Background: an optimization exercise with open tools, aiming at small area and a short achievable clock period. Do not read the settings as production practice.
RTL that was checked went through simulation tests only; none was proved equivalent to the original.
The RTL of runs 3 and 4 was laid out without a check of its function.
Power figures rest on the tool's default switching activity, not on a simulated workload.

## design/flow/config.mk

```make
export PLATFORM = sky130hd
export DESIGN_NAME = position_ledger
export DESIGN_NICKNAME = position_ledger
export VERILOG_FILES = /design/flow/design.v
export SDC_FILE = /design/flow/constraint.sdc
export NUM_CORES = 4
export LEC_CHECK = 0
export CAP_MARGIN = 20
export CORE_MARGIN = 2
export CORE_UTILIZATION = 40
export SETUP_SLACK_MARGIN = 0.3
export SLEW_MARGIN = 20
```

## design/flow/constraint.sdc

```tcl
create_clock -name core_clock -period 13.0 [get_ports {clk}]
set_input_delay 2.6000 -clock core_clock [delete_from_list [all_inputs] [get_ports {clk}]]
set_output_delay 2.6000 -clock core_clock [all_outputs]
set_load 0.01 [all_outputs]
```

## design/flow/design.v

```verilog
`default_nettype none
module position_ledger #(
    parameter int SYMBOL_WIDTH = 32,
    parameter int VOLUME_WIDTH = 32,
    parameter int POS_WIDTH    = 48,
    parameter int NUM_SLOTS    = 16,
    parameter int SLOT_W       = $clog2(NUM_SLOTS)
) (
    input  wire logic                    clk,
    input  wire logic                    rst_n,
    input  wire logic                    upd_valid,
    input  wire logic [SYMBOL_WIDTH-1:0] upd_symbol,
    input  wire logic [VOLUME_WIDTH-1:0] upd_quantity,
    input  wire logic                    upd_side,
    input  wire logic [POS_WIDTH-2:0]    pos_limit,
    input  wire logic                    clear,
    input  wire logic                    qry_valid,
    input  wire logic [SYMBOL_WIDTH-1:0] qry_symbol,
    output logic                         qry_resp_valid,
    output logic                         qry_found,
    output logic [POS_WIDTH-1:0]         qry_position,
    output logic                         rpt_valid,
    output logic [SYMBOL_WIDTH-1:0]      rpt_symbol,
    output logic [POS_WIDTH-1:0]         rpt_position,
    output logic [SLOT_W-1:0]            rpt_slot,
    output logic                         rpt_breach,
    output logic                         table_full,
    output logic [SLOT_W:0]              used_slots,
    output logic [31:0]                  drop_count,
    output logic [31:0]                  breach_count
);
    localparam logic [POS_WIDTH-1:0] P_MAX = {1'b0, {(POS_WIDTH-1){1'b1}}};
    localparam logic [POS_WIDTH-1:0] N_MAX = {1'b1, {(POS_WIDTH-2){1'b0}}, 1'b1};
    logic [SYMBOL_WIDTH-1:0] sym_q [NUM_SLOTS];
    logic [POS_WIDTH-1:0]    pos_q [NUM_SLOTS];
    logic [SLOT_W:0]         used_q;
    logic                    s1_valid_q;
    logic [SYMBOL_WIDTH-1:0] s1_symbol_q;
    logic [VOLUME_WIDTH-1:0] s1_qty_q;
    logic                    s1_side_q;
    logic [NUM_SLOTS-1:0]    s1_match_q;
    logic                    rpt_valid_q, rpt_breach_q;
    logic [SYMBOL_WIDTH-1:0] rpt_symbol_q;
    logic [POS_WIDTH-1:0]    rpt_position_q;
    logic [SLOT_W-1:0]       rpt_slot_q;
    logic                    qry_resp_valid_q, qry_found_q;
    logic [POS_WIDTH-1:0]    qry_position_q;
    logic [31:0]             drop_q, breach_cnt_q;
    logic [NUM_SLOTS-1:0]    valid, first_free, upd_m, qry_m, match_d, pos_we;
    logic                    full, hit, write_en, alloc, drop, breach, eq_s1, q_found;
    logic [SLOT_W-1:0]       hit_idx, wr_idx;
    logic [POS_WIDTH-1:0]    base, new_pos, abs_pos, q_pos;
    logic [POS_WIDTH:0]      sum;
    logic                    ovf_pos, ovf_neg;
    assign full = used_q[SLOT_W];
    always_comb begin
        for (int i = 0; i < NUM_SLOTS; i++) begin
            valid[i]      = used_q > (SLOT_W+1)'(i);
            first_free[i] = used_q == (SLOT_W+1)'(i);
            upd_m[i]      = valid[i] && (sym_q[i] == upd_symbol);
            qry_m[i]      = valid[i] && (sym_q[i] == qry_symbol);
        end
    end
    always_comb begin
        hit      = s1_valid_q && (|s1_match_q);
        write_en = s1_valid_q && (hit || !full) && !clear;
        alloc    = s1_valid_q && !hit && !full && !clear;
        drop     = s1_valid_q && !hit && full && !clear;
        base     = '0;
        hit_idx  = '0;
        for (int i = 0; i < NUM_SLOTS; i++) begin
            base    = base | (s1_match_q[i] ? pos_q[i] : '0);
            hit_idx = hit_idx | (s1_match_q[i] ? SLOT_W'(i) : '0);
            pos_we[i] = (s1_valid_q && s1_match_q[i]) || first_free[i];
        end
        wr_idx = hit ? hit_idx : used_q[SLOT_W-1:0];
        sum    = s1_side_q ? ({base[POS_WIDTH-1], base} - {{(POS_WIDTH+1-VOLUME_WIDTH){1'b0}}, s1_qty_q})
                           : ({base[POS_WIDTH-1], base} + {{(POS_WIDTH+1-VOLUME_WIDTH){1'b0}}, s1_qty_q});
        ovf_pos = !sum[POS_WIDTH] && sum[POS_WIDTH-1];
        ovf_neg = sum[POS_WIDTH] && (!sum[POS_WIDTH-1] || (sum[POS_WIDTH-2:0] == '0));
        new_pos = ovf_pos ? P_MAX : (ovf_neg ? N_MAX : sum[POS_WIDTH-1:0]);
        abs_pos = new_pos[POS_WIDTH-1] ? (~new_pos + 1'b1) : new_pos;
        breach  = abs_pos > {1'b0, pos_limit};
    end
    always_comb begin
        eq_s1   = (upd_symbol == s1_symbol_q);
        match_d = upd_m | ((alloc && eq_s1) ? first_free : '0);
    end
    always_comb begin
        q_found = |qry_m;
        q_pos   = '0;
        for (int i = 0; i < NUM_SLOTS; i++)
            q_pos = q_pos | (qry_m[i] ? pos_q[i] : '0);
    end
    always_ff @(posedge clk) begin
        for (int i = 0; i < NUM_SLOTS; i++) begin
            if (first_free[i]) sym_q[i] <= s1_symbol_q;
            if (pos_we[i])     pos_q[i] <= new_pos;
        end
    end
    always_ff @(posedge clk) begin
        s1_symbol_q <= upd_symbol;
        s1_qty_q    <= upd_quantity;
        s1_side_q   <= upd_side;
        s1_match_q  <= match_d;
    end
    always_ff @(posedge clk or negedge rst_n) begin
        if (!rst_n) begin
            s1_valid_q       <= 1'b0;
            used_q           <= '0;
            rpt_valid_q      <= 1'b0;
            rpt_symbol_q     <= '0;
            rpt_position_q   <= '0;
            rpt_slot_q       <= '0;
            rpt_breach_q     <= 1'b0;
            qry_resp_valid_q <= 1'b0;
            qry_found_q      <= 1'b0;
            qry_position_q   <= '0;
            drop_q           <= '0;
            breach_cnt_q     <= '0;
        end else begin
            s1_valid_q       <= upd_valid && !clear;
            used_q           <= clear ? '0 : used_q + (SLOT_W+1)'(alloc);
            rpt_valid_q      <= write_en;
            qry_resp_valid_q <= qry_valid && !clear;
            if (write_en) begin
                rpt_symbol_q   <= s1_symbol_q;
                rpt_position_q <= new_pos;
                rpt_slot_q     <= wr_idx;
                rpt_breach_q   <= breach;
            end
            if (qry_valid && !clear) begin
                qry_found_q    <= q_found;
                qry_position_q <= q_pos;
            end
            if (drop && (drop_q != 32'hFFFF_FFFF))
                drop_q <= drop_q + 32'd1;
            if (write_en && breach && (breach_cnt_q != 32'hFFFF_FFFF))
                breach_cnt_q <= breach_cnt_q + 32'd1;
        end
    end
    assign rpt_valid      = rpt_valid_q;
    assign rpt_symbol     = rpt_symbol_q;
    assign rpt_position   = rpt_position_q;
    assign rpt_slot       = rpt_slot_q;
    assign rpt_breach     = rpt_breach_q;
    assign qry_resp_valid = qry_resp_valid_q;
    assign qry_found      = qry_found_q;
    assign qry_position   = qry_position_q;
    assign used_slots     = used_q;
    assign table_full     = full;
    assign drop_count     = drop_q;
    assign breach_count   = breach_cnt_q;
endmodule
`default_nettype wire
```

## design/flow/run.sh

```bash
#!/bin/bash
# synth_recipe.tcl (not shown) runs the flow's synth.tcl, then flattens the netlist and writes it again
# the make line also repeats each setting of config.mk as NAME=value (left out here)
make -C /OpenROAD-flow-scripts/flow DESIGN_CONFIG=/design/flow/config.mk WORK_HOME=/design/flow/orfs CLKGATE_MAP_FILE= SYNTH_SCRIPT=/design/flow/synth_recipe.tcl finish
```

==> results of run 1 <==
## flip-flops by register name, summed over array words and instances (netlist names), 4 cells and up
signal          flops
pos_q             768
sym_q             512
qry_position_q     48
rpt_position_q     48
breach_cnt_q       32
drop_q             32
rpt_symbol_q       32
s1_qty_q           32
s1_symbol_q        32
s1_match_q         16
used_q              5
rpt_slot_q          4
## worst paths after layout
path                                     from                  to  slack [ps]  cells past startpoint
hold / removal             qry_position_q[37]  qry_position_q[37]         460                      2
max in group asynchronous               rst_n    rpt_symbol_q[16]        8810                      4
setup reg to reg                  s1_qty_q[4]     breach_cnt_q[7]         840                     45
hold reg to reg            qry_position_q[37]  qry_position_q[37]         460                      2
setup / recovery                  s1_qty_q[4]     breach_cnt_q[7]         840                     45
min in group asynchronous               rst_n  rpt_position_q[25]        1750                      1
## routing by layer
| metal | share of wire | global-route usage | up-vias | routed length [um] |
|---|---|---|---|---|
| met4 | 0.072 | 0.1937 | 12 | 23930 |
| met5 | 0.00027 | 0 | - | 89 |
| met2 | 0.43 | 0.5072 | 5179 | 143300 |
| met3 | 0.14 | 0.09514 | 1145 | 47240 |
| met1 | 0.36 | 0.4323 | 29708 | 119600 |
| li1 | - | - | 23730 | - |
## report_power, final
group	leakage (nW)	total, W	internal, W	switching, W
sequential	15.1	0.00568	0.00559	0.0000926
clock	2.72	0.00488	0.00278	0.00210
combinational	13.3	0.00119	0.000401	0.000789
total	31.1	0.0117	0.00876	0.00298
## critical path, delay by kind of cell, from the launching register on
family,cells,cell delay (ps)
AOI/OAI and AO/OA,14,3540
xor gates and xnor gates,3,570
adders and majority gates,3,870
buffers and inverters,3,710
DFF,1,340
muxes,1,190
and+or+nand+nor,21,5810
## cell families after synthesis
kind of cell	share of synthesized area
and+or+nand+nor	0.08804
xor gates and xnor gates	0.1397
DFF	0.5945
adders and majority gates	0.01727
AOI/OAI and AO/OA	0.1298
buffers and inverters	0.02466
muxes	0.005972
## final cells by class
class / instances / area share
clock buffer: 236 / 0.05405
tap: 2511 / 0.03527
multi-input combinational: 3912 / 0.3289
clock inverter: 75 / 0.008469
antenna: 9 / 0.0002528
timing repair buffer: 584 / 0.06058
inverter: 101 / 0.004284
sequential: 1567 / 0.5082
## what timing repair did
| action | in CTS | in global routing |
|---|---|---|
| endpoints found under the setup margin | 0 | 16 |
| resized for setup | 0 | 2 |
| hold endpoints to repair | 0 | 0 |
## through the flow
step / setup slack [ps] / area (um2)
floorplan: 2976 / 76050
global placement: 1152 / 83420
detailed placement: 1007 / 83450
CTS: 941.9 / 89010
global route: 342.0 / 89060
finish: 843.7 / 89080
## cells in the final DEF (no fill, tap or decap), types with 96 or more instances in the layout
cell type / instances
sky130_fd_sc_hd__dfrtp_1: 206
sky130_fd_sc_hd__a21oi_1: 134
sky130_fd_sc_hd__nand2_1: 372
sky130_fd_sc_hd__a22oi_1: 138
sky130_fd_sc_hd__buf_4: 217
sky130_fd_sc_hd__clkbuf_16: 172
sky130_fd_sc_hd__a22o_1: 278
sky130_fd_sc_hd__xnor2_1: 624
sky130_fd_sc_hd__xor2_1: 588
sky130_fd_sc_hd__o21ai_0: 96
sky130_fd_sc_hd__inv_1: 99
sky130_fd_sc_hd__clkdlybuf4s50_1: 345
sky130_fd_sc_hd__nor2_1: 126
sky130_fd_sc_hd__nand4_1: 269
sky130_fd_sc_hd__nor4_1: 190
sky130_fd_sc_hd__ha_1: 101
sky130_fd_sc_hd__a221oi_1: 289
sky130_fd_sc_hd__edfxtp_1: 1280
sky130_fd_sc_hd__nand3_1: 97
==> qor.csv, run 1 <==
stage,metric,value,unit
detailed_routing,via density per instance,6.645,
synthesis,most repeated cell in the gate-level netlist after synthesis,sky130_fd_sc_hd__edfxtp_1,
floorplan,I/O Pins,355,
run,max-cap check violation count,0,
worst_hold_path,worst min-delay path class,flip-flop to flip-flop,
cts,buffer cell driving the clock tree root,sky130_fd_sc_hd__clkbuf_16,
detailed_routing,number of vias after detailed routing,59774,
synthesis,mapped cell area,0.07605,mm2
detailed_routing,routed length per placed instance,37.16,um
sta,Fin Setup TNS,0,ps
cts,CTS tree,yes,
cts,clock transition at the register clock pins on the worst setup and hold paths after CTS,60,ps
sta,final hold viol count,0,
worst_setup_path,kind of capture point of the worst setup path,flip-flop,
cts,number of clock sinks,1567,
sta,highest attainable clock frequency,0.08226,GHz
synthesis,number of cells produced by synthesis,5971,
worst_setup_path,worst-path fanout max,23,
global_route,sum of overflow across all layers after global routing,0,
global_route,All-Layer GR Usage,0.3360,
detailed_routing,First DRT Iteration DRCs,10471,
cts,setup bufs post-CTS,0,
cells_and_area,combined area of the multi-input logic cells,0.02930,mm2
worst_setup_path,Crit path largest cell delay,650,ps
pwr,Lkg Pwr,31.13,nW
cells_and_area,Syn-to-layout area delta,17.14,%
synthesis,cell accounting for the most synthesized area,sky130_fd_sc_hd__edfxtp_1,
worst_setup_path,Setup CP Type,flip-flop to flip-flop,
global_route,initial antenna violation count,24,
pwr,maximum vdd drop,0.1155,mV
sta,Max Transition Viols Final,0,
pwr,overall power consumption,0.01175,W
floorplan,floorplan die width,440.0,um
worst_setup_path,arrival time at the worst endpoint,12900,ps
cts,cts bufs inserted,170,
synthesis,Yosys cell types,98,
floorplan,DIE AREA,0.1936,mm2
cells_and_area,Storage cell area,0.04527,mm2
synthesis,most area-consuming cells after synthesis,"sky130_fd_sc_hd__edfxtp_1, sky130_fd_sc_hd__xnor2_1, sky130_fd_sc_hd__dfrtp_1, sky130_fd_sc_hd__xor2_1, sky130_fd_sc_hd__a221oi_1",
sta,unrepaired setup endpoints after global routing,false,
cells_and_area,final instance count without filler cells,8995,
cells_and_area,Fillers,16750,
detailed_routing,Post-Route WL,334200,um
cells_and_area,fraction of layout instances using a drive strength above 1,0.1027,
cells_and_area,nets,6587,
floorplan,initial standard-cell utilization of the core,0.4011,
cts,hold buffer count at cts,0,
global_route,maximum number of pins on one net before global-route repair,75,
synthesis,number of synthesized flops with an enable pin,1280,
detailed_routing,length of the first detailed-routing pass in iterations,9,
worst_setup_path,"slowest stage cell, crit path",sky130_fd_sc_hd__a2111oi_0,
sta,ratio of final minimum period to clock period,0.9351,
worst_setup_path,data required time at the worst endpoint,13750,ps
pwr,Power per Cell Area,131.9,mW/mm2
placed_design,post-DP HPWL,197700,um
sta,Hold WS,464.3,ps
worst_setup_path,most frequent cell on the critical path,sky130_fd_sc_hd__a21oi_1,
sta,final worst path period need,12160,ps
synthesis,number of warnings issued by yosys,3,
global_route,first-pass GRT wire length,454400,um
synthesis,Post-Synthesis Net Count,6222,
sta,Rel. slew slack,0.1790,
sta,Final Skew,45.73,ps
floorplan,area inside the core boundary,0.1896,mm2
cts,worst skew pair latency,850,ps
synthesis,post-synthesis area per instance,12.74,um2
floorplan,die height,440.0,um
placed_design,dpl cells,8674,
global_route,via count of the first global-routing pass,57368,
detailed_routing,Antenna Violating Nets Remaining,0,
synthesis,share of the yosys chip area belonging to registers,0.5945,
cells_and_area,final core area utilization,0.4699,
synthesis,primary flip-flop cell chosen by synthesis mapping,sky130_fd_sc_hd__edfxtp_1,
worst_setup_path,category of the worst setup path launch point,flip-flop,
placed_design,Final GP Congestion,0.9443,
placed_design,IO Port Bufs,354,
sta,worst slew pin tran,1232,ps
synthesis,Post-synth ARST share,0.1315,
synthesis,#FFs+latches synth,1567,
sta,setup-violating endpoint count in the final report,0,
detailed_routing,residual DRC count,0,
floorplan,number of rows created at floorplan,160,
outcome,run status,"complete, no violations",
synthesis,most common library cells after synthesis,"sky130_fd_sc_hd__edfxtp_1, sky130_fd_sc_hd__xnor2_1, sky130_fd_sc_hd__xor2_1",
synthesis,area share of the largest cell type after synthesis,0.5054,
cts,clock tree buffer depth,3,
cts,number of H-tree branching levels,4,
==> run 2, diff against run 1 <==
--- a/design/flow/design.v
+++ b/design/flow/design.v
@@ -49,9 +49,10 @@
     logic [NUM_SLOTS-1:0]    valid, first_free, upd_m, qry_m, match_d, pos_we;
     logic                    full, hit, write_en, alloc, drop, breach, eq_s1, q_found;
     logic [SLOT_W-1:0]       hit_idx, wr_idx;
-    logic [POS_WIDTH-1:0]    base, new_pos, abs_pos, q_pos;
+    logic [POS_WIDTH-1:0]    base, new_pos, q_pos;
     logic [POS_WIDTH:0]      sum;
-    logic                    ovf_pos, ovf_neg;
+    logic                    ovf_pos, ovf_neg, low_eq, gt_lim, lt_lim;
+    logic [POS_WIDTH:0]      lim_sum;
     assign full = used_q[SLOT_W];
     always_comb begin
         for (int i = 0; i < NUM_SLOTS; i++) begin
@@ -76,11 +77,14 @@
         wr_idx = hit ? hit_idx : used_q[SLOT_W-1:0];
         sum    = s1_side_q ? ({base[POS_WIDTH-1], base} - {{(POS_WIDTH+1-VOLUME_WIDTH){1'b0}}, s1_qty_q})
                            : ({base[POS_WIDTH-1], base} + {{(POS_WIDTH+1-VOLUME_WIDTH){1'b0}}, s1_qty_q});
+        low_eq  = (base[POS_WIDTH-2:0] == {{(POS_WIDTH-1-VOLUME_WIDTH){1'b0}}, s1_qty_q});
         ovf_pos = !sum[POS_WIDTH] && sum[POS_WIDTH-1];
-        ovf_neg = sum[POS_WIDTH] && (!sum[POS_WIDTH-1] || (sum[POS_WIDTH-2:0] == '0));
+        ovf_neg = s1_side_q && sum[POS_WIDTH] && (!sum[POS_WIDTH-1] || low_eq);
         new_pos = ovf_pos ? P_MAX : (ovf_neg ? N_MAX : sum[POS_WIDTH-1:0]);
-        abs_pos = new_pos[POS_WIDTH-1] ? (~new_pos + 1'b1) : new_pos;
-        breach  = abs_pos > {1'b0, pos_limit};
+        lim_sum = sum + {2'b00, pos_limit};
+        gt_lim  = !sum[POS_WIDTH] && (sum[POS_WIDTH-1:0] > {1'b0, pos_limit});
+        lt_lim  = lim_sum[POS_WIDTH];
+        breach  = (gt_lim || lt_lim) && !((ovf_pos || ovf_neg) && (&pos_limit));
     end
     always_comb begin
         eq_s1   = (upd_symbol == s1_symbol_q);
--- a/design/flow/config.mk
+++ b/design/flow/config.mk
@@ -8,5 +8,5 @@
 export CAP_MARGIN = 20
 export CORE_MARGIN = 2
 export CORE_UTILIZATION = 40
-export SETUP_SLACK_MARGIN = 0.3
+export SETUP_SLACK_MARGIN = 5
 export SLEW_MARGIN = 20
==> run 2 against run 1 <==
  * Wire length shrank 4.8%
  * Critical endpoint is now breach_cnt_q[20]
  * Register-to-register slack gained 4500 ps
  * Combinational power shrank 8%
  * Still clean on timing, DRC and antenna
  * Largest cell class unchanged
  * Die area shrank 0.50%
  * Sequential share of layout area grew 0.33 points
  * Critical path depth shrank 19
  * Hold slack gained 0.67 ps
  * Cell area shrank 0.65%
==> qor.csv, run 2 <==
stage,metric,value,unit
synthesis,Post-synth ARST share,0.1315,
sta,highest attainable clock frequency,0.1301,GHz
sta,worst slew pin tran,1232,ps
synthesis,most common library cells after synthesis,"sky130_fd_sc_hd__edfxtp_1, sky130_fd_sc_hd__xor2_1, sky130_fd_sc_hd__xnor2_1",
floorplan,initial standard-cell utilization of the core,0.4029,
pwr,maximum vdd drop,0.1128,mV
synthesis,most repeated cell in the gate-level netlist after synthesis,sky130_fd_sc_hd__edfxtp_1,
global_route,Global Route met1 Usage,0.4042,
detailed_routing,Antenna Violating Nets Remaining,0,
cells_and_area,"most common cell after layout, fill and taps aside",sky130_fd_sc_hd__edfxtp_1,
floorplan,I/O Pins,355,
synthesis,number of synthesized flops with an enable pin,1280,
worst_setup_path,setup slack of the most critical reg-to-reg path,5320,ps
sta,unrepaired setup endpoints after global routing,false,
placed_design,post-DP HPWL,184300,um
worst_setup_path,Reg-to-Reg Start,s1_match_q[7],
placed_design,Final GP Congestion,0.9304,
sta,final hold viol count,0,
cells_and_area,fraction of layout instances using a drive strength above 1,0.09897,
synthesis,primary flip-flop cell chosen by synthesis mapping,sky130_fd_sc_hd__edfxtp_1,
global_route,sum of overflow across all layers after global routing,0,
cts,clock transition at the register clock pins on the worst setup and hold paths after CTS,70,ps
detailed_routing,residual DRC count,0,
pwr,Power per Cell Area,133.3,mW/mm2
sta,Fin Setup TNS,0,ps
sta,final worst path period need,7685,ps
cts,CTS tree,yes,
global_route,first-pass GRT wire length,435400,um
synthesis,Yosys cell types,83,
worst_hold_path,worst hold endpoint,qry_position_q[24],
global_route,via count of the first global-routing pass,56073,
worst_setup_path,kind of capture point of the worst setup path,flip-flop,
global_route,All-Layer GR Usage,0.3214,
synthesis,Post-Synthesis Net Count,6116,
sta,Hold WS,464.9,ps
sta,setup-violating endpoint count in the final report,0,
detailed_routing,routed length per placed instance,36.20,um
worst_setup_path,category of the worst setup path launch point,flip-flop,
global_route,global routing usage on met3,0.08157,
worst_setup_path,length in cells of the worst reg-to-reg path,26,
worst_setup_path,data required time at the worst endpoint,13700,ps
synthesis,cell accounting for the most synthesized area,sky130_fd_sc_hd__edfxtp_1,
synthesis,number of warnings issued by yosys,3,
detailed_routing,length of the first detailed-routing pass in iterations,19,
cells_and_area,largest registers ranked by flip-flop count,"pos_q x768, sym_q x512",
sta,Max Transition Viols Final,0,
worst_setup_path,arrival time at the worst endpoint,8380,ps
sta,ratio of final minimum period to clock period,0.5911,
global_route,most congested layer reported by global routing,met2,
cts,worst skew pair latency,860,ps
detailed_routing,Post-Route WL,318100,um
cts,clock tree buffer depth,3,
cts,number of H-tree branching levels,4,
floorplan,number of rows created at floorplan,159,
synthesis,share of the yosys chip area belonging to registers,0.5975,
cts,cts bufs inserted,168,
cells_and_area,Syn-to-layout area delta,16.96,%
worst_setup_path,capture point of the worst reg-to-reg path,breach_cnt_q[20],
synthesis,number of cells produced by synthesis,5809,
synthesis,post-synthesis area per instance,13.03,um2
pwr,overall power consumption,0.01180,W
sta,Final Skew,66.48,ps
floorplan,DIE AREA,0.1927,mm2
cells_and_area,final core area utilization,0.4713,
cells_and_area,"commonest non-fill, non-tap cells in the layout","sky130_fd_sc_hd__edfxtp_1, sky130_fd_sc_hd__xor2_1, sky130_fd_sc_hd__xnor2_1",
worst_hold_path,worst min-delay path class,flip-flop to flip-flop,
synthesis,#FFs+latches synth,1567,
global_route,met2 Resource Use GR,0.4981,
cts,number of clock sinks,1567,
run,max-cap check violation count,0,
detailed_routing,First DRT Iteration DRCs,10459,
floorplan,area inside the core boundary,0.1878,mm2
outcome,run status,"complete, no violations",
synthesis,most area-consuming cells after synthesis,"sky130_fd_sc_hd__edfxtp_1, sky130_fd_sc_hd__xor2_1, sky130_fd_sc_hd__dfrtp_1, sky130_fd_sc_hd__xnor2_1, sky130_fd_sc_hd__a221oi_1",
global_route,initial antenna violation count,14,
cells_and_area,nets,6447,
worst_hold_path,cell count of the worst hold path,2,
cts,buffer cell driving the clock tree root,sky130_fd_sc_hd__clkbuf_16,
cells_and_area,"flip-flop count of the largest register, all copies and words added",768,
floorplan,floorplan die width,438.9,um
global_route,maximum number of pins on one net before global-route repair,69,
placed_design,IO Port Bufs,354,
cells_and_area,Fillers,16658,
synthesis,area share of the largest cell type after synthesis,0.5080,
worst_setup_path,Setup CP Type,flip-flop to flip-flop,
synthesis,mapped cell area,0.07567,mm2
cells_and_area,largest register by flop count,pos_q,
detailed_routing,number of vias after detailed routing,57613,
sta,Rel. slew slack,0.1788,
pwr,Lkg Pwr,31.09,nW
floorplan,die height,438.9,um
worst_hold_path,startpoint of the most critical hold path,qry_position_q[24],
detailed_routing,via density per instance,6.557,
worst_setup_path,worst-path fanout max,30,
run 2: cell types whose count changed in the layout (fill, tap and decap cells not counted), moves of 27 or more:
cell	before	now
sky130_fd_sc_hd__buf_4	217	176
sky130_fd_sc_hd__a21oi_1	134	88
sky130_fd_sc_hd__xor2_1	588	678
sky130_fd_sc_hd__xnor2_1	624	547
sky130_fd_sc_hd__nand2_1	372	287
sky130_fd_sc_hd__ha_1	101	157
sky130_fd_sc_hd__a22o_1	278	251
run 2: cells by family after synthesis:
family          share of synthesized area
buf+inv                           0.02472
mux                              0.007722
fa+ha+maj                         0.02622
flops                              0.5975
compound gates                     0.1187
simple gates                      0.08287
xor+xnor                           0.1423
run 2: worst max-delay path, cell delays in order, from the launching register on:
cell                       delay, ps
sky130_fd_sc_hd__dfxtp_2         900
sky130_fd_sc_hd__buf_4           670
sky130_fd_sc_hd__a22o_1          230
sky130_fd_sc_hd__a221oi_1         50
sky130_fd_sc_hd__nand4_1         410
sky130_fd_sc_hd__ha_1            380
sky130_fd_sc_hd__and3_1          190
sky130_fd_sc_hd__and2_1          180
sky130_fd_sc_hd__a221oi_1        380
sky130_fd_sc_hd__inv_1           110
sky130_fd_sc_hd__a31oi_2         280
sky130_fd_sc_hd__o21ai_0         290
sky130_fd_sc_hd__a21oi_2         300
sky130_fd_sc_hd__o211ai_1        170
sky130_fd_sc_hd__a41oi_1         290
sky130_fd_sc_hd__xor2_1          290
sky130_fd_sc_hd__inv_1           120
sky130_fd_sc_hd__ha_1            320
sky130_fd_sc_hd__nor4_2          300
sky130_fd_sc_hd__nand3_1         190
sky130_fd_sc_hd__a211o_1         270
sky130_fd_sc_hd__a31oi_1         330
sky130_fd_sc_hd__nand4_4         250
sky130_fd_sc_hd__o211ai_4        210
sky130_fd_sc_hd__buf_4           210
sky130_fd_sc_hd__nor3_2           60
sky130_fd_sc_hd__xor2_1          160
run 2: how the worst max path moves through the flow:
stage	to	slack (ps)	cells past startpoint	startpoint
3_3_place_gp	breach_cnt_q[1]	4500	31	s1_qty_q[1]
5_1_grt	breach_cnt_q[22]	5050	28	s1_match_q[7]
3_5_place_dp	breach_cnt_q[1]	4360	31	s1_qty_q[1]
4_1_cts	breach_cnt_q[20]	5100	27	s1_match_q[8]
2_1_floorplan	breach_cnt_q[10]	6480	26	s1_qty_q[18]
6_report	breach_cnt_q[20]	5320	26	s1_match_q[7]
run 2: through the flow:
step | instances | instance area (um2) | setup slack (ps)
4_1_cts | 8774 | 88300 | 5096
3_5_place_dp | 8456 | 82510 | 4359
6_report | 8786 | 88500 | 5315
5_1_grt | 8781 | 88490 | 5050
2_1_floorplan | 5809 | 75670 | 6484
3_3_place_gp | 8454 | 82450 | 4498
run 2: routing by layer:
layer / up-vias / routed length (um)
met3: 1237 / 41940
met2: 4959 / 142100
li1: 22964 / -
met1: 28447 / 110900
met5: - / 34
met4: 6 / 23070
run 2: area by class of cell:
| cell class | count | area, um2 | area share |
|---|---|---|---|
| diodes | 6 | 15.01 | 0.0001697 |
| inverters | 114 | 430.4 | 0.004863 |
| clock inverters | 92 | 1087 | 0.01229 |
| multi-input cells | 3754 | 28970 | 0.3274 |
| flip-flops and latches | 1567 | 45260 | 0.5115 |
| clock buffers | 223 | 4667 | 0.05273 |
| repair buffers | 535 | 4942 | 0.05584 |
| well taps | 2495 | 3122 | 0.03527 |
run 2: power breakdown:
group          total (W)  internal (W)  switching (W)
Clock            0.00500       0.00286        0.00215
Combinational    0.00109      0.000389       0.000699
Sequential       0.00571       0.00559       0.000116
run 2: repair_timing:
item,CTS,global route
hold buffers,0,0
resized for setup,3,13
pin swaps,1,2
hold endpoints to repair,0,0
setup endpoints to repair,31,33
setup buffers,3,3
==> run 3, diff against run 2 <==
--- a/design/flow/design.v
+++ b/design/flow/design.v
@@ -51,8 +51,11 @@
     logic [SLOT_W-1:0]       hit_idx, wr_idx;
     logic [POS_WIDTH-1:0]    base, new_pos, q_pos;
     logic [POS_WIDTH:0]      sum;
-    logic                    ovf_pos, ovf_neg, low_eq, gt_lim, lt_lim;
-    logic [POS_WIDTH:0]      lim_sum;
+    logic                    ovf_pos, ovf_neg, low_eq, lo_c;
+    logic [VOLUME_WIDTH+1:0] lo_sum;
+    logic [POS_WIDTH-VOLUME_WIDTH:0] hi_a, hi_p1, hi_m1, hi_sum;
+    logic [POS_WIDTH-1:0]    mag;
+    logic [POS_WIDTH+1:0]    cmp;
     assign full = used_q[SLOT_W];
     always_comb begin
         for (int i = 0; i < NUM_SLOTS; i++) begin
@@ -75,16 +78,22 @@
             pos_we[i] = (s1_valid_q && s1_match_q[i]) || first_free[i];
         end
         wr_idx = hit ? hit_idx : used_q[SLOT_W-1:0];
-        sum    = s1_side_q ? ({base[POS_WIDTH-1], base} - {{(POS_WIDTH+1-VOLUME_WIDTH){1'b0}}, s1_qty_q})
-                           : ({base[POS_WIDTH-1], base} + {{(POS_WIDTH+1-VOLUME_WIDTH){1'b0}}, s1_qty_q});
+        lo_sum  = {1'b0, base[VOLUME_WIDTH-1:0], 1'b1} + {1'b0, s1_qty_q ^ {VOLUME_WIDTH{s1_side_q}}, s1_side_q};
+        lo_c    = lo_sum[VOLUME_WIDTH+1];
+        hi_a    = {base[POS_WIDTH-1], base[POS_WIDTH-1:VOLUME_WIDTH]};
+        hi_p1   = hi_a + 1'b1;
+        hi_m1   = hi_a - 1'b1;
+        if (lo_c && !s1_side_q)      hi_sum = hi_p1;
+        else if (!lo_c && s1_side_q) hi_sum = hi_m1;
+        else                         hi_sum = hi_a;
+        sum     = {hi_sum, lo_sum[VOLUME_WIDTH:1]};
         low_eq  = (base[POS_WIDTH-2:0] == {{(POS_WIDTH-1-VOLUME_WIDTH){1'b0}}, s1_qty_q});
         ovf_pos = !sum[POS_WIDTH] && sum[POS_WIDTH-1];
         ovf_neg = s1_side_q && sum[POS_WIDTH] && (!sum[POS_WIDTH-1] || low_eq);
         new_pos = ovf_pos ? P_MAX : (ovf_neg ? N_MAX : sum[POS_WIDTH-1:0]);
-        lim_sum = sum + {2'b00, pos_limit};
-        gt_lim  = !sum[POS_WIDTH] && (sum[POS_WIDTH-1:0] > {1'b0, pos_limit});
-        lt_lim  = lim_sum[POS_WIDTH];
-        breach  = (gt_lim || lt_lim) && !((ovf_pos || ovf_neg) && (&pos_limit));
+        mag     = sum[POS_WIDTH-1:0] ^ {POS_WIDTH{sum[POS_WIDTH]}};
+        cmp     = {1'b0, mag, 1'b1} + {1'b0, ~{1'b0, pos_limit}, sum[POS_WIDTH]};
+        breach  = cmp[POS_WIDTH+1] && !((ovf_pos || ovf_neg) && (&pos_limit));
     end
     always_comb begin
         eq_s1   = (upd_symbol == s1_symbol_q);
==> design/flow/flow/run.sh (new file) <==
#!/bin/bash
set -euo pipefail
sed -E 's/SETUP_SLACK_MARGIN=[^ ]+/SETUP_SLACK_MARGIN=7/' standard.sh > standard_tight.sh
grep -q 'SETUP_SLACK_MARGIN=7' standard_tight.sh
bash standard_tight.sh > make_finish.log 2>&1
==> design/flow/standard.sh (new file) <==
#!/bin/bash
# synth_recipe.tcl (not shown) runs the flow's synth.tcl, then flattens the netlist and writes it again
# the make line also repeats each setting of config.mk as NAME=value (left out here)
make -C /OpenROAD-flow-scripts/flow DESIGN_CONFIG=/design/flow/config.mk WORK_HOME=/design/flow/orfs CLKGATE_MAP_FILE= SYNTH_SCRIPT=/design/flow/synth_recipe.tcl "${@:-finish}"
removed: design/flow/run.sh
==> run 3 against run 2 <==
  * Setup slack improved by 780 ps
  * Clock power rose by 4.6%
  * Combinational power rose by 4%
  * Largest power group unchanged
  * Highest routed layer unchanged
  * First-iteration DRC count rose by 3.9%
  * Largest cell class unchanged
==> qor.csv, run 3 <==
stage,metric,value,unit
cells_and_area,Syn-to-layout area delta,23.49,%
synthesis,share of the yosys chip area belonging to registers,0.6096,
sta,final hold viol count,0,
detailed_routing,length of the first detailed-routing pass in iterations,9,
synthesis,primary flip-flop cell chosen by synthesis mapping,sky130_fd_sc_hd__edfxtp_1,
synthesis,most area-consuming cells after synthesis,"sky130_fd_sc_hd__edfxtp_1, sky130_fd_sc_hd__xor2_1, sky130_fd_sc_hd__dfrtp_1, sky130_fd_sc_hd__xnor2_1, sky130_fd_sc_hd__a221oi_1",
cells_and_area,"flip-flop count of the largest register, all copies and words added",768,
cells_and_area,largest registers ranked by flip-flop count,"pos_q x768, sym_q x512",
sta,final worst path period need,6901,ps
placed_design,Final GP Congestion,0.9440,
detailed_routing,routed length per placed instance,36.96,um
global_route,maximum number of pins on one net before global-route repair,108,
synthesis,Post-Synthesis Net Count,5902,
worst_setup_path,Setup CP Type,flip-flop to flip-flop,
cts,clock tree buffer depth,3,
cells_and_area,largest register by flop count,pos_q,
global_route,All-Layer GR Usage,0.3381,
placed_design,post-DP HPWL,180600,um
pwr,Power per Cell Area,131.5,mW/mm2
cts,cts bufs inserted,172,
floorplan,DIE AREA,0.1889,mm2
floorplan,initial standard-cell utilization of the core,0.4012,
worst_setup_path,worst-path fanout max,6,
worst_setup_path,data required time at the worst endpoint,13780,ps
floorplan,number of rows created at floorplan,158,
global_route,initial antenna violation count,9,
synthesis,Post-synth ARST share,0.1315,
pwr,Lkg Pwr,32.65,nW
synthesis,number of cells produced by synthesis,5666,
cells_and_area,"most common cell after layout, fill and taps aside",sky130_fd_sc_hd__edfxtp_1,
pwr,overall power consumption,0.01204,W
synthesis,#FFs+latches synth,1567,
cells_and_area,"commonest non-fill, non-tap cells in the layout","sky130_fd_sc_hd__edfxtp_1, sky130_fd_sc_hd__xor2_1, sky130_fd_sc_hd__xnor2_1",
floorplan,I/O Pins,355,
synthesis,number of synthesized flops with an enable pin,1280,
synthesis,Yosys cell types,75,
sta,unrepaired setup endpoints after global routing,true,
global_route,sum of overflow across all layers after global routing,0,
global_route,first-pass GRT wire length,444200,um
sta,Max Transition Viols Final,0,
cells_and_area,fraction of layout instances using a drive strength above 1,0.1560,
synthesis,cell accounting for the most synthesized area,sky130_fd_sc_hd__edfxtp_1,
worst_setup_path,category of the worst setup path launch point,flip-flop,
cts,CTS tree,yes,
global_route,via count of the first global-routing pass,56442,
placed_design,total placed instance area,0.08142,mm2
cts,number of H-tree branching levels,4,
synthesis,area share of the largest cell type after synthesis,0.5183,
detailed_routing,number of vias after detailed routing,58540,
run,max-cap check violation count,0,
detailed_routing,Post-Route WL,327800,um
worst_setup_path,kind of capture point of the worst setup path,flip-flop,
placed_design,dpl cells,8326,
sta,setup-violating endpoint count in the final report,0,
pwr,maximum vdd drop,0.1021,mV
cts,worst skew pair latency,880,ps
synthesis,number of warnings issued by yosys,3,
synthesis,most repeated cell in the gate-level netlist after synthesis,sky130_fd_sc_hd__edfxtp_1,
worst_setup_path,arrival time at the worst endpoint,7680,ps
floorplan,floorplan die width,434.6,um
cells_and_area,final instance count without filler cells,8868,
cts,number of clock sinks,1567,
cts,clock transition at the register clock pins on the worst setup and hold paths after CTS,60,ps
sta,Fin Setup TNS,0,ps
worst_hold_path,worst min-delay path class,flip-flop to flip-flop,
synthesis,post-synthesis area per instance,13.09,um2
detailed_routing,First DRT Iteration DRCs,10867,
detailed_routing,via density per instance,6.601,
floorplan,area inside the core boundary,0.1848,mm2
cts,buffer cell driving the clock tree root,sky130_fd_sc_hd__clkbuf_16,
cells_and_area,nets,6465,
sta,Rel. slew slack,0.1997,
detailed_routing,Antenna Violating Nets Remaining,0,
worst_setup_path,"slowest stage cell, crit path",sky130_fd_sc_hd__xnor2_1,
floorplan,die height,434.6,um
sta,ratio of final minimum period to clock period,0.5309,
sta,Final Skew,63.91,ps
worst_setup_path,Crit path largest cell delay,740,ps
synthesis,mapped cell area,0.07417,mm2
sta,worst slew pin tran,1200,ps
outcome,run status,"complete, no violations",
sta,highest attainable clock frequency,0.1449,GHz
synthesis,most common library cells after synthesis,"sky130_fd_sc_hd__edfxtp_1, sky130_fd_sc_hd__xor2_1, sky130_fd_sc_hd__xnor2_1",
detailed_routing,residual DRC count,0,
cells_and_area,cell area after layout,0.09159,mm2
placed_design,IO Port Bufs,354,
==> run 3: cell families (layout without fill, tap and decap cells) <==
group	Yosys count	count (layout)	share of synthesized area
flops	1567	1567	0.6096
xor+xnor	1277	1277	0.1511
simple gates	1195	1195	0.08452
compound gates	1057	1057	0.1129
buf+inv	468	1180	0.02493
fa+ha+maj	87	87	0.01468
mux	15	15	0.002261
other cells	0	10	0
==> run 3: area by class of cell <==
type,count,area (um2)
multi-input cells,3631,29030
diodes,10,25.02
fillers,15960,93250
repair buffers,759,7684
inverters,98,400.4
well taps,2480,3103
flip-flops and latches,1567,45290
clock inverters,98,1315
clock buffers,225,4738
==> run 3: path summary, 6_finish.rpt <==
| kind | slack, ps | start | endpoint | depth (start not counted) |
|---|---|---|---|---|
| setup / recovery | 6100 | s1_match_q[0] | breach_cnt_q[31] | 31 |
| hold / removal | 470 | rpt_slot_q[2] | rpt_slot_q[2] | 2 |
| setup reg to reg | 6100 | s1_match_q[0] | breach_cnt_q[31] | 31 |
| hold reg to reg | 470 | rpt_slot_q[2] | rpt_slot_q[2] | 2 |
| max in group asynchronous | 9830 | rst_n | rpt_symbol_q[8] | 2 |
| min in group asynchronous | 1790 | rst_n | breach_cnt_q[25] | 1 |
==> run 3: per-stage QoR <==
| step | hold slack [ps] | setup slack (ps) | utilization |
|---|---|---|---|
| 2_1_floorplan | 507.0 | 6950 | - |
| 3_5_place_dp | 461.9 | 4866 | 0.4405 |
| 5_1_grt | 491.1 | 5931 | 0.4954 |
| 6_report | 468.5 | 6099 | 0.4955 |
| 3_3_place_gp | 453.1 | 4906 | 0.4404 |
| 4_1_cts | 475.7 | 6281 | 0.4921 |
==> run 3: where the power goes <==
part | internal (W) | switching [W] | total, W
clock | 0.00301 | 0.00221 | 0.00523
combinational | 0.000408 | 0.000718 | 0.00113
sequential | 0.00558 | 0.000104 | 0.00569
total | 0.00901 | 0.00303 | 0.0120
==> run 3: worst max-delay path: cells and delay by family (launching register included) <==
kind,cells,cell delay (ps)
buf+inv,6,950
flops,1,320
compound gates,7,1390
fa+ha+maj,2,720
simple gates,13,2340
xor+xnor,3,1100
==> run 3: repair_timing <==
action	in CTS	in global routing
pin swaps	82	50
endpoints found under the hold margin	0	0
resized for setup	294	56
endpoints found under the setup margin	871	107
setup buffers	157	28
hold buffers	0	0
cloned	23	0
==> run 3: metal layers <==
layer / wire length [um] / track usage
met3: 45270 / 0.09556
met5: 28 / 0
met1: 115800 / 0.4292
met4: 25960 / 0.2172
met2: 140700 / 0.5073
==> run 4, diff against run 3 <==
--- a/design/flow/design.v
+++ b/design/flow/design.v
@@ -39,6 +39,7 @@
     logic [VOLUME_WIDTH-1:0] s1_qty_q;
     logic                    s1_side_q;
     logic [NUM_SLOTS-1:0]    s1_match_q;
+    logic [POS_WIDTH-1:0]    s1_base_q;      
     logic                    rpt_valid_q, rpt_breach_q;
     logic [SYMBOL_WIDTH-1:0] rpt_symbol_q;
     logic [POS_WIDTH-1:0]    rpt_position_q;
@@ -49,7 +50,7 @@
     logic [NUM_SLOTS-1:0]    valid, first_free, upd_m, qry_m, match_d, pos_we;
     logic                    full, hit, write_en, alloc, drop, breach, eq_s1, q_found;
     logic [SLOT_W-1:0]       hit_idx, wr_idx;
-    logic [POS_WIDTH-1:0]    base, new_pos, q_pos;
+    logic [POS_WIDTH-1:0]    base, base_d, new_pos, q_pos;
     logic [POS_WIDTH:0]      sum;
     logic                    ovf_pos, ovf_neg, low_eq, lo_c;
     logic [VOLUME_WIDTH+1:0] lo_sum;
@@ -70,10 +71,9 @@
         write_en = s1_valid_q && (hit || !full) && !clear;
         alloc    = s1_valid_q && !hit && !full && !clear;
         drop     = s1_valid_q && !hit && full && !clear;
-        base     = '0;
+        base     = s1_base_q;
         hit_idx  = '0;
         for (int i = 0; i < NUM_SLOTS; i++) begin
-            base    = base | (s1_match_q[i] ? pos_q[i] : '0);
             hit_idx = hit_idx | (s1_match_q[i] ? SLOT_W'(i) : '0);
             pos_we[i] = (s1_valid_q && s1_match_q[i]) || first_free[i];
         end
@@ -98,6 +98,10 @@
     always_comb begin
         eq_s1   = (upd_symbol == s1_symbol_q);
         match_d = upd_m | ((alloc && eq_s1) ? first_free : '0);
+        base_d  = '0;
+        for (int i = 0; i < NUM_SLOTS; i++)
+            base_d = base_d | (upd_m[i] ? pos_q[i] : '0);
+        if (write_en && eq_s1) base_d = new_pos;
     end
     always_comb begin
         q_found = |qry_m;
@@ -116,6 +120,7 @@
         s1_qty_q    <= upd_quantity;
         s1_side_q   <= upd_side;
         s1_match_q  <= match_d;
+        s1_base_q   <= base_d;
     end
     always_ff @(posedge clk or negedge rst_n) begin
         if (!rst_n) begin
==> design/flow/flow/run.sh (replaced) <==
#!/bin/bash
set -euo pipefail
sed -E 's/SETUP_SLACK_MARGIN=[^ ]+/SETUP_SLACK_MARGIN=8.5/' standard.sh > standard_tight.sh
grep -q 'SETUP_SLACK_MARGIN=8.5' standard_tight.sh
bash standard_tight.sh > make_finish.log 2>&1
==> run 4 against run 3 <==
  * First-iteration DRC count up 42%
  * Flip-flop and latch count is 48 higher
  * Combinational power is 23% higher
  * Via count grew 14%
  * Count of clock-buffer cells in the layout decreased by 1
  * Cell area rose by 13%
  * Register-to-register slack improved by 1100 ps
  * Critical path depth is 7 lower
==> qor.csv, run 4 <==
stage,metric,value,unit
synthesis,number of cells produced by synthesis,5838,
synthesis,primary flip-flop cell chosen by synthesis mapping,sky130_fd_sc_hd__edfxtp_1,
synthesis,post-synthesis area per instance,12.88,um2
cts,worst skew pair latency,900,ps
global_route,maximum number of pins on one net before global-route repair,79,
cells_and_area,Fillers,14794,
cells_and_area,fraction of layout instances using a drive strength above 1,0.2764,
global_route,All-Layer GR Usage,0.3891,
synthesis,number of synthesized flops with an enable pin,1280,
floorplan,floorplan die width,437.6,um
synthesis,cell accounting for the most synthesized area,sky130_fd_sc_hd__edfxtp_1,
cts,number of H-tree branching levels,4,
placed_design,placement-stage worst setup slack,6026,ps
pwr,Lkg Pwr,38.16,nW
synthesis,number of warnings issued by yosys,3,
sta,Final Skew,54.93,ps
floorplan,area inside the core boundary,0.1872,mm2
sta,unrepaired setup endpoints after global routing,true,
synthesis,most repeated cell in the gate-level netlist after synthesis,sky130_fd_sc_hd__edfxtp_1,
run,max-cap check violation count,0,
global_route,sum of overflow across all layers after global routing,0,
cts,clock transition at the register clock pins on the worst setup and hold paths after CTS,60,ps
placed_design,post-DP HPWL,185300,um
sta,Hold WS,474.7,ps
worst_setup_path,kind of capture point of the worst setup path,flip-flop,
cells_and_area,"most common cell after layout, fill and taps aside",sky130_fd_sc_hd__edfxtp_1,
synthesis,Post-Synthesis Net Count,6074,
detailed_routing,number of vias after detailed routing,66453,
sta,Rel. slew slack,0.06779,
cells_and_area,"commonest non-fill, non-tap cells in the layout","sky130_fd_sc_hd__edfxtp_1, sky130_fd_sc_hd__xor2_1, sky130_fd_sc_hd__buf_4",
detailed_routing,residual DRC count,0,
detailed_routing,via density per instance,6.906,
floorplan,DIE AREA,0.1915,mm2
sta,highest attainable clock frequency,0.1717,GHz
synthesis,area share of the largest cell type after synthesis,0.5111,
sta,worst slew pin tran,1398,ps
floorplan,die height,437.6,um
sta,Final WS setup,7174,ps
worst_setup_path,category of the worst setup path launch point,flip-flop,
outcome,run status,"complete, no violations",
worst_setup_path,worst-path fanout max,8,
worst_setup_path,data required time at the worst endpoint,13730,ps
global_route,initial antenna violation count,40,
detailed_routing,Antenna Violating Nets Remaining,0,
cts,CTS tree,yes,
placed_design,Final GP Congestion,0.9464,
sta,setup-violating endpoint count in the final report,0,
synthesis,mapped cell area,0.07521,mm2
synthesis,most area-consuming cells after synthesis,"sky130_fd_sc_hd__edfxtp_1, sky130_fd_sc_hd__xor2_1, sky130_fd_sc_hd__dfrtp_1, sky130_fd_sc_hd__xnor2_1, sky130_fd_sc_hd__dfxtp_1",
synthesis,most common library cells after synthesis,"sky130_fd_sc_hd__edfxtp_1, sky130_fd_sc_hd__xor2_1, sky130_fd_sc_hd__nand2_1",
synthesis,#FFs+latches synth,1615,
detailed_routing,First DRT Iteration DRCs,15424,
synthesis,Post-synth ARST share,0.1276,
pwr,Power per Cell Area,121.6,mW/mm2
sta,final worst path period need,5826,ps
detailed_routing,routed length per placed instance,40.70,um
worst_setup_path,Setup CP Type,flip-flop to flip-flop,
sta,final hold viol count,0,
cts,clock tree buffer depth,3,
detailed_routing,length of the first detailed-routing pass in iterations,13,
floorplan,number of rows created at floorplan,159,
cells_and_area,largest register by flop count,pos_q,
cts,cts bufs inserted,172,
global_route,via count of the first global-routing pass,61461,
cells_and_area,largest registers ranked by flip-flop count,"pos_q x768, sym_q x512",
sta,ratio of final minimum period to clock period,0.4481,
synthesis,Yosys cell types,72,
pwr,maximum vdd drop,0.1539,mV
cts,number of clock sinks,1615,
floorplan,initial standard-cell utilization of the core,0.4017,
sta,Max Transition Viols Final,0,
cells_and_area,Syn-to-layout area delta,37.88,%
global_route,first-pass GRT wire length,512500,um
cts,buffer cell driving the clock tree root,sky130_fd_sc_hd__clkbuf_16,
sta,Fin Setup TNS,0,ps
cts,hold buffer count at cts,0,
placed_design,IO Port Bufs,354,
worst_setup_path,arrival time at the worst endpoint,6560,ps
worst_hold_path,worst min-delay path class,flip-flop to flip-flop,
cells_and_area,"flip-flop count of the largest register, all copies and words added",768,
floorplan,I/O Pins,355,
cells_and_area,nets,7179,
synthesis,share of the yosys chip area belonging to registers,0.6140,
detailed_routing,Post-Route WL,391700,um
run 4: changes by cell type after synthesis, moves of 92 or more:
cell,delta
sky130_fd_sc_hd__a221oi_1,-133
sky130_fd_sc_hd__nor2_1,+92
sky130_fd_sc_hd__xnor2_1,-99
sky130_fd_sc_hd__xor2_1,+100
sky130_fd_sc_hd__a22oi_1,+111
sky130_fd_sc_hd__a22o_1,-139
run 4: report_power, final:
| group | leakage, nW | switching, W | internal (W) | total, W |
|---|---|---|---|---|
| Clock | 2.95 | 0.00229 | 0.00310 | 0.00539 |
| Sequential | 15.2 | 0.000102 | 0.00573 | 0.00583 |
| Combinational | 20.0 | 0.000859 | 0.000528 | 0.00139 |
run 4: area by class of cell:
type                            count  area, um2  share of cell area
Tap cell                         2495       3122             0.03010
Clock inverter                    102       1446             0.01395
Antenna cell                       32      80.08           0.0007722
Clock buffer                      224       4681             0.04514
Timing Repair Buffer             1304      16410              0.1582
Sequential cell                  1615      46250              0.4460
Multi-Input combinational cell   3766      31380              0.3026
Inverter                           84      336.6            0.003246
run 4: cell families (layout without fill, tap and decap cells):
family,count (synthesis),in the layout,synth area share
compound gates,1055,1055,0.1077
xor+xnor,1277,1277,0.1487
fa+ha+maj,87,87,0.01447
buf+inv,461,1714,0.02407
flops,1615,1615,0.6140
mux,8,8,0.001131
other cells,0,32,0
simple gates,1335,1339,0.08991
run 4: through the flow:
step	power [W]	cells	area (um2)	util
2_1_floorplan	0.006457	5838	78280	-
3_3_place_gp	0.006953	8521	82930	0.4430
3_5_place_dp	0.006959	8522	82960	0.4432
4_1_cts	0.01242	9445	100100	0.5349
5_1_grt	0.01281	9595	103600	0.5536
6_report	0.01261	9622	103700	0.5539
run 4: timing repair:
item,in CTS,in global routing
gates resized for setup,1084,436
setup endpoints to repair,1025,936
gates cloned,79,15
setup buffers,518,128
pin swaps,216,300
endpoints found under the hold margin,0,0
run 4: worst max-delay path: stages, from the launching register on:
cell                        delay [ps]
sky130_fd_sc_hd__dfxtp_4           390
sky130_fd_sc_hd__bufbuf_16         290
sky130_fd_sc_hd__xor2_1            160
sky130_fd_sc_hd__ha_1              360
sky130_fd_sc_hd__nand2_1            70
sky130_fd_sc_hd__o21ai_1           280
sky130_fd_sc_hd__a31oi_2           190
sky130_fd_sc_hd__nor4_4            240
sky130_fd_sc_hd__o21ai_2           140
sky130_fd_sc_hd__a32oi_2           380
sky130_fd_sc_hd__a31oi_4           160
sky130_fd_sc_hd__o21ai_2           210
sky130_fd_sc_hd__xor2_2            290
sky130_fd_sc_hd__xnor2_1           150
sky130_fd_sc_hd__ha_1              340
sky130_fd_sc_hd__a21oi_2           120
sky130_fd_sc_hd__nor2_1             60
sky130_fd_sc_hd__a2111o_1          340
sky130_fd_sc_hd__a2111oi_4         310
sky130_fd_sc_hd__nor2_2            100
sky130_fd_sc_hd__a21oi_2           160
sky130_fd_sc_hd__nor3_2             70
sky130_fd_sc_hd__o2111ai_4         270
sky130_fd_sc_hd__or3_4             290
sky130_fd_sc_hd__mux2_4            320
run 4: final timing paths:
| path | startpoint | end | slack (ps) | cells after the start |
|---|---|---|---|---|
| worst max-delay path | s1_side_q | breach_cnt_q[1] | 7170 | 24 |
| worst min-delay path | qry_position_q[31] | qry_position_q[31] | 470 | 1 |
| worst max register to register | s1_side_q | breach_cnt_q[1] | 7170 | 24 |
| worst min register to register | qry_position_q[31] | qry_position_q[31] | 470 | 1 |
| max in group asynchronous | rst_n | qry_position_q[42] | 9170 | 3 |
| min in group asynchronous | rst_n | rpt_position_q[15] | 1660 | 1 |
run 4: metal layers:
| layer | GRT usage | share of wire | up-vias |
|---|---|---|---|
| met5 | 0.01260 | 0.0021 | - |
| met4 | 0.3006 | 0.10 | 34 |
| met3 | 0.2096 | 0.19 | 2309 |
| met2 | 0.5161 | 0.38 | 7536 |
| met1 | 0.4653 | 0.33 | 32047 |
| li1 | - | - | 24527 |
==> run 5, diff against run 4 <==
--- a/design/flow/design.v
+++ b/design/flow/design.v
@@ -36,7 +36,7 @@
     logic [SLOT_W:0]         used_q;
     logic                    s1_valid_q;
     logic [SYMBOL_WIDTH-1:0] s1_symbol_q;
-    logic [VOLUME_WIDTH-1:0] s1_qty_q;
+    logic [VOLUME_WIDTH-1:0] s1_qty_q;       
     logic                    s1_side_q;
     logic [NUM_SLOTS-1:0]    s1_match_q;
     logic [POS_WIDTH-1:0]    s1_base_q;      
@@ -55,8 +55,8 @@
     logic                    ovf_pos, ovf_neg, low_eq, lo_c;
     logic [VOLUME_WIDTH+1:0] lo_sum;
     logic [POS_WIDTH-VOLUME_WIDTH:0] hi_a, hi_p1, hi_m1, hi_sum;
-    logic [POS_WIDTH-1:0]    mag;
-    logic [POS_WIDTH+1:0]    cmp;
+    localparam int EXT_W = POS_WIDTH + 2;
+    logic [EXT_W-1:0]        op_a, op_q, lim_n, lim_p, gt_s, gt_c, gt_x, lt_s, lt_c, lt_x;
     assign full = used_q[SLOT_W];
     always_comb begin
         for (int i = 0; i < NUM_SLOTS; i++) begin
@@ -78,7 +78,7 @@
             pos_we[i] = (s1_valid_q && s1_match_q[i]) || first_free[i];
         end
         wr_idx = hit ? hit_idx : used_q[SLOT_W-1:0];
-        lo_sum  = {1'b0, base[VOLUME_WIDTH-1:0], 1'b1} + {1'b0, s1_qty_q ^ {VOLUME_WIDTH{s1_side_q}}, s1_side_q};
+        lo_sum  = {1'b0, base[VOLUME_WIDTH-1:0], 1'b1} + {1'b0, s1_qty_q, s1_side_q};
         lo_c    = lo_sum[VOLUME_WIDTH+1];
         hi_a    = {base[POS_WIDTH-1], base[POS_WIDTH-1:VOLUME_WIDTH]};
         hi_p1   = hi_a + 1'b1;
@@ -87,13 +87,21 @@
         else if (!lo_c && s1_side_q) hi_sum = hi_m1;
         else                         hi_sum = hi_a;
         sum     = {hi_sum, lo_sum[VOLUME_WIDTH:1]};
-        low_eq  = (base[POS_WIDTH-2:0] == {{(POS_WIDTH-1-VOLUME_WIDTH){1'b0}}, s1_qty_q});
+        low_eq  = (base[POS_WIDTH-2:0] == {{(POS_WIDTH-1-VOLUME_WIDTH){1'b0}}, ~s1_qty_q});
         ovf_pos = !sum[POS_WIDTH] && sum[POS_WIDTH-1];
         ovf_neg = s1_side_q && sum[POS_WIDTH] && (!sum[POS_WIDTH-1] || low_eq);
         new_pos = ovf_pos ? P_MAX : (ovf_neg ? N_MAX : sum[POS_WIDTH-1:0]);
-        mag     = sum[POS_WIDTH-1:0] ^ {POS_WIDTH{sum[POS_WIDTH]}};
-        cmp     = {1'b0, mag, 1'b1} + {1'b0, ~{1'b0, pos_limit}, sum[POS_WIDTH]};
-        breach  = cmp[POS_WIDTH+1] && !((ovf_pos || ovf_neg) && (&pos_limit));
+        op_a    = {{(EXT_W-POS_WIDTH){base[POS_WIDTH-1]}}, base};
+        op_q    = {{(EXT_W-VOLUME_WIDTH){s1_side_q}}, s1_qty_q};
+        lim_n   = ~{{(EXT_W-POS_WIDTH+1){1'b0}}, pos_limit};
+        lim_p   = {{(EXT_W-POS_WIDTH+1){1'b0}}, pos_limit};
+        gt_s    = op_a ^ op_q ^ lim_n;
+        gt_c    = (op_a & op_q) | (op_a & lim_n) | (op_q & lim_n);
+        gt_x    = gt_s + {gt_c[EXT_W-2:0], s1_side_q};
+        lt_s    = op_a ^ op_q ^ lim_p;
+        lt_c    = (op_a & op_q) | (op_a & lim_p) | (op_q & lim_p);
+        lt_x    = lt_s + {lt_c[EXT_W-2:0], s1_side_q};
+        breach  = (!gt_x[EXT_W-1] || lt_x[EXT_W-1]) && !((ovf_pos || ovf_neg) && (&pos_limit));
     end
     always_comb begin
         eq_s1   = (upd_symbol == s1_symbol_q);
@@ -117,7 +125,7 @@
     end
     always_ff @(posedge clk) begin
         s1_symbol_q <= upd_symbol;
-        s1_qty_q    <= upd_quantity;
+        s1_qty_q    <= upd_quantity ^ {VOLUME_WIDTH{upd_side}};
         s1_side_q   <= upd_side;
         s1_match_q  <= match_d;
         s1_base_q   <= base_d;
==> design/flow/flow/run.sh (replaced) <==
#!/bin/bash
set -euo pipefail
sed -E 's/SETUP_SLACK_MARGIN=[^ ]+/SETUP_SLACK_MARGIN=8.3/' standard.sh > standard_tight.sh
grep -q 'SETUP_SLACK_MARGIN=8.3' standard_tight.sh
bash standard_tight.sh > make_finish.log 2>&1
==> run 5 against run 4 <==
  * Still clean
  * Critical path depth shrank 7
  * Combinational power increased by 6%
  * Clock power decreased by 2%
  * Maximum frequency rose by 13%
  * Global-route usage is 3.1 points lower
  * Sequential power about the same
  * Critical endpoint unchanged
==> qor.csv, run 5 <==
stage,metric,value,unit
synthesis,#FFs+latches synth,1615,
sta,unrepaired setup endpoints after global routing,true,
detailed_routing,Post-Route WL,384600,um
worst_setup_path,worst-path fanout max,6,
cells_and_area,final instance count without filler cells,10057,
detailed_routing,length of the first detailed-routing pass in iterations,14,
cells_and_area,"flip-flop count of the largest register, all copies and words added",768,
global_route,maximum number of pins on one net before global-route repair,84,
sta,Fin Setup TNS,0,ps
worst_setup_path,length in cells of the worst reg-to-reg path,12,
synthesis,number of warnings issued by yosys,3,
synthesis,mapped cell area,0.07857,mm2
detailed_routing,First DRT Iteration DRCs,15793,
pwr,Lkg Pwr,39.56,nW
global_route,first-pass GRT wire length,494200,um
sta,highest attainable clock frequency,0.1940,GHz
cts,clock tree buffer depth,3,
floorplan,die height,447.2,um
worst_setup_path,Reg-to-Reg Start,s1_base_q[10],
worst_hold_path,startpoint of the most critical hold path,qry_position_q[43],
cts,clock transition at the register clock pins on the worst setup and hold paths after CTS,60,ps
cts,CTS tree,yes,
synthesis,most area-consuming cells after synthesis,"sky130_fd_sc_hd__edfxtp_1, sky130_fd_sc_hd__xor2_1, sky130_fd_sc_hd__dfrtp_1, sky130_fd_sc_hd__dfxtp_1, sky130_fd_sc_hd__xnor2_1",
sta,setup-violating endpoint count in the final report,0,
floorplan,number of rows created at floorplan,162,
worst_hold_path,worst min-delay path class,flip-flop to flip-flop,
worst_setup_path,CP Launch Point,pos_limit[19],
floorplan,area inside the core boundary,0.1950,mm2
synthesis,share of the yosys chip area belonging to registers,0.5877,
worst_setup_path,category of the worst setup path launch point,primary input,
synthesis,number of synthesized flops with an enable pin,1280,
synthesis,Yosys cell types,83,
detailed_routing,detailed route wirelength on metal3,70910,um
global_route,All-Layer GR Usage,0.3578,
detailed_routing,detailed-routed wire length on met2,150000,um
cells_and_area,final core area utilization,0.5339,
cts,buffer cell driving the clock tree root,sky130_fd_sc_hd__clkbuf_16,
pwr,overall power consumption,0.01259,W
detailed_routing,via density per instance,6.725,
global_route,via count of the first global-routing pass,61595,
synthesis,cell accounting for the most synthesized area,sky130_fd_sc_hd__edfxtp_1,
floorplan,DIE AREA,0.2000,mm2
worst_hold_path,cell count of the worst hold path,2,
sta,Final Skew,47.29,ps
pwr,Power per Cell Area,121.0,mW/mm2
placed_design,placement-stage worst setup slack,5756,ps
cells_and_area,"commonest non-fill, non-tap cells in the layout","sky130_fd_sc_hd__edfxtp_1, sky130_fd_sc_hd__xor2_1, sky130_fd_sc_hd__buf_4",
sta,Final WS setup,7844,ps
run,max-cap check violation count,0,
cells_and_area,Syn-to-layout area delta,32.50,%
worst_setup_path,arrival time at the worst endpoint,5910,ps
outcome,run status,"complete, no violations",
synthesis,number of cells produced by synthesis,6231,
worst_setup_path,data required time at the worst endpoint,13760,ps
synthesis,most common library cells after synthesis,"sky130_fd_sc_hd__edfxtp_1, sky130_fd_sc_hd__xor2_1, sky130_fd_sc_hd__nand2_1",
pwr,maximum vdd drop,0.09919,mV
synthesis,area share of the largest cell type after synthesis,0.4892,
synthesis,most repeated cell in the gate-level netlist after synthesis,sky130_fd_sc_hd__edfxtp_1,
cells_and_area,"most common cell after layout, fill and taps aside",sky130_fd_sc_hd__edfxtp_1,
synthesis,Post-synth ARST share,0.1276,
cts,cts bufs inserted,172,
detailed_routing,residual DRC count,0,
global_route,initial antenna violation count,53,
placed_design,post-DP HPWL,187000,um
detailed_routing,Top Metal Used,met5,
sta,final hold viol count,0,
cells_and_area,fraction of layout instances using a drive strength above 1,0.2172,
sta,ratio of final minimum period to clock period,0.3966,
worst_setup_path,kind of capture point of the worst setup path,flip-flop,
placed_design,dpl cells,9045,
cells_and_area,largest registers ranked by flip-flop count,"pos_q x768, sym_q x512",
cts,number of clock sinks,1615,
placed_design,Final GP Congestion,0.9284,
detailed_routing,Antenna Violating Nets Remaining,0,
synthesis,post-synthesis area per instance,12.61,um2
synthesis,Post-Synthesis Net Count,6609,
global_route,sum of overflow across all layers after global routing,0,
placed_design,IO Port Bufs,354,
cells_and_area,largest register by flop count,pos_q,
cts,number of H-tree branching levels,4,
cts,worst skew pair latency,880,ps
detailed_routing,routed length per placed instance,38.24,um
worst_setup_path,Setup CP Type,primary input to flip-flop,
sta,Rel. slew slack,0.1295,
sta,final worst path period need,5156,ps
floorplan,initial standard-cell utilization of the core,0.4029,
cells_and_area,nets,7630,
synthesis,primary flip-flop cell chosen by synthesis mapping,sky130_fd_sc_hd__edfxtp_1,
detailed_routing,number of vias after detailed routing,67629,
sta,Max Transition Viols Final,0,
floorplan,floorplan die width,447.2,um
cts,hold buffer count at cts,0,
sta,worst slew pin tran,1306,ps
floorplan,I/O Pins,355,
detailed_routing,routed metal-1 wire length,127500,um
==> run 5: changes by cell type in the layout (fill, tap and decap cells not counted), sizes merged, moves of 45 or more <==
| cell | delta |
|---|---|
| xnor2 | -158 |
| buf | -117 |
| inv | +231 |
| ha | +47 |
| fa | +95 |
| xor2 | +73 |
| clkbuf | +52 |
| o21ai | +45 |
==> run 5: cell families after synthesis <==
family,count (synthesis),share of synthesized area
flops,1615,0.5877
buf+inv,692,0.03413
xor+xnor,1192,0.1329
mux,17,0.002373
compound gates,1089,0.1055
simple gates,1397,0.09188
fa+ha+maj,229,0.04554
==> run 5: worst paths after layout <==
kind	endpoint	slack, ps
setup reg to reg	s1_base_q[15]	8430
setup / recovery	breach_cnt_q[1]	7840
max in group asynchronous	used_q[1]	9750
hold / removal	qry_position_q[43]	470
hold reg to reg	qry_position_q[43]	470
min in group asynchronous	breach_cnt_q[22]	1690
==> run 5: timing repair <==
item | in CTS | in global routing
setup buffers | 331 | 228
cloned | 67 | 30
endpoints found under the setup margin | 169 | 599
pin swaps | 160 | 148
gates resized for setup | 754 | 304
==> run 5: critical path: stages <==
cell	delay (ps)
sky130_fd_sc_hd__buf_6	90
sky130_fd_sc_hd__inv_2	40
sky130_fd_sc_hd__fa_1	590
sky130_fd_sc_hd__inv_2	60
sky130_fd_sc_hd__ha_4	210
sky130_fd_sc_hd__and4_1	200
sky130_fd_sc_hd__and4_4	190
sky130_fd_sc_hd__a22oi_2	130
sky130_fd_sc_hd__o211ai_1	190
sky130_fd_sc_hd__a211oi_2	270
sky130_fd_sc_hd__mux2i_1	140
sky130_fd_sc_hd__a221oi_4	320
sky130_fd_sc_hd__buf_12	170
sky130_fd_sc_hd__nand2_8	80
sky130_fd_sc_hd__buf_4	210
sky130_fd_sc_hd__nor2_4	100
sky130_fd_sc_hd__mux2_4	300
==> run 5: per-layer routing <==
layer  vias up  global-route usage
met5         -                   0
met3      2156              0.1581
met4        42              0.2431
li1      25414                   -
met1     32646              0.4470
met2      7371              0.4949
==> run 5: stage by stage <==
step                hold WS [ps]  area (um2)
floorplan                  506.5       79340
global placement           450.1       86190
detailed placement         457.6       86220
CTS                        471.5      100400
global route               486.5      104000
finish                     467.3      104100
==> run 5: area by class of cell <==
class                           count  area, um2
Fill cell                       15905      90890
Sequential cell                  1615      46200
Multi-Input combinational cell   3927      32100
Timing Repair Buffer             1217      15220
Clock buffer                      233       4827
Tap cell                         2624       3283
Inverter                          319       1215
Clock inverter                     91       1182
Antenna cell                       31      77.57
==> run 5: report_power, final <==
part	internal (W)	switching, W
logic	0.000566	0.000914
registers	0.00574	0.000105
clock network	0.00303	0.00224

[port drivers added, routing unchanged]
The flow's constraints put no driver on any port. The routed layouts listed below were extracted and timed again, unchanged, in two steps. Step 1 (the two cells are an assumption about what drives the block):
set clk [get_ports {clk}]
set_driving_cell -lib_cell sky130_fd_sc_hd__clkbuf_16 $clk
set_driving_cell -lib_cell sky130_fd_sc_hd__buf_2 [delete_from_list [all_inputs] $clk]
Step 2 adds t to the input delays and takes it off the output delays; t is the mean of the earliest and latest rising clock arrival at the registers after step 1. Input paths then give back, and output paths get back, about the clock's delay inside the block. Slacks: no drivers / after step 1 / after step 2; pairs: no drivers / after step 1.
run | shift t [ns] | setup slack, ns | worst setup path after step 2 | worst data-port slew with drivers (ns) | cell pins on the clock port's net
run 1 | 0.922 | 0.844 / 0.844 / 0.844 | register to register | 0.11 | 1
run 2 | 0.915 | 5.315 / 5.315 / 5.315 | register to register | 0.07 | 1
run 3 | 0.939 | 6.099 / 6.099 / 5.917 | input to register | 0.07 | 1
run 4 | 0.974 | 7.174 / 7.174 / 7.105 | input to register | 0.10 | 1
run 5 | 0.944 | 7.844 / 7.860 / 6.916 | input to register | 0.23 | 1
After both steps every run listed still meets setup and hold. The setup slack of run 5, which loses most, moves by +0.016 ns with the drivers and by -0.928 ns with both steps.
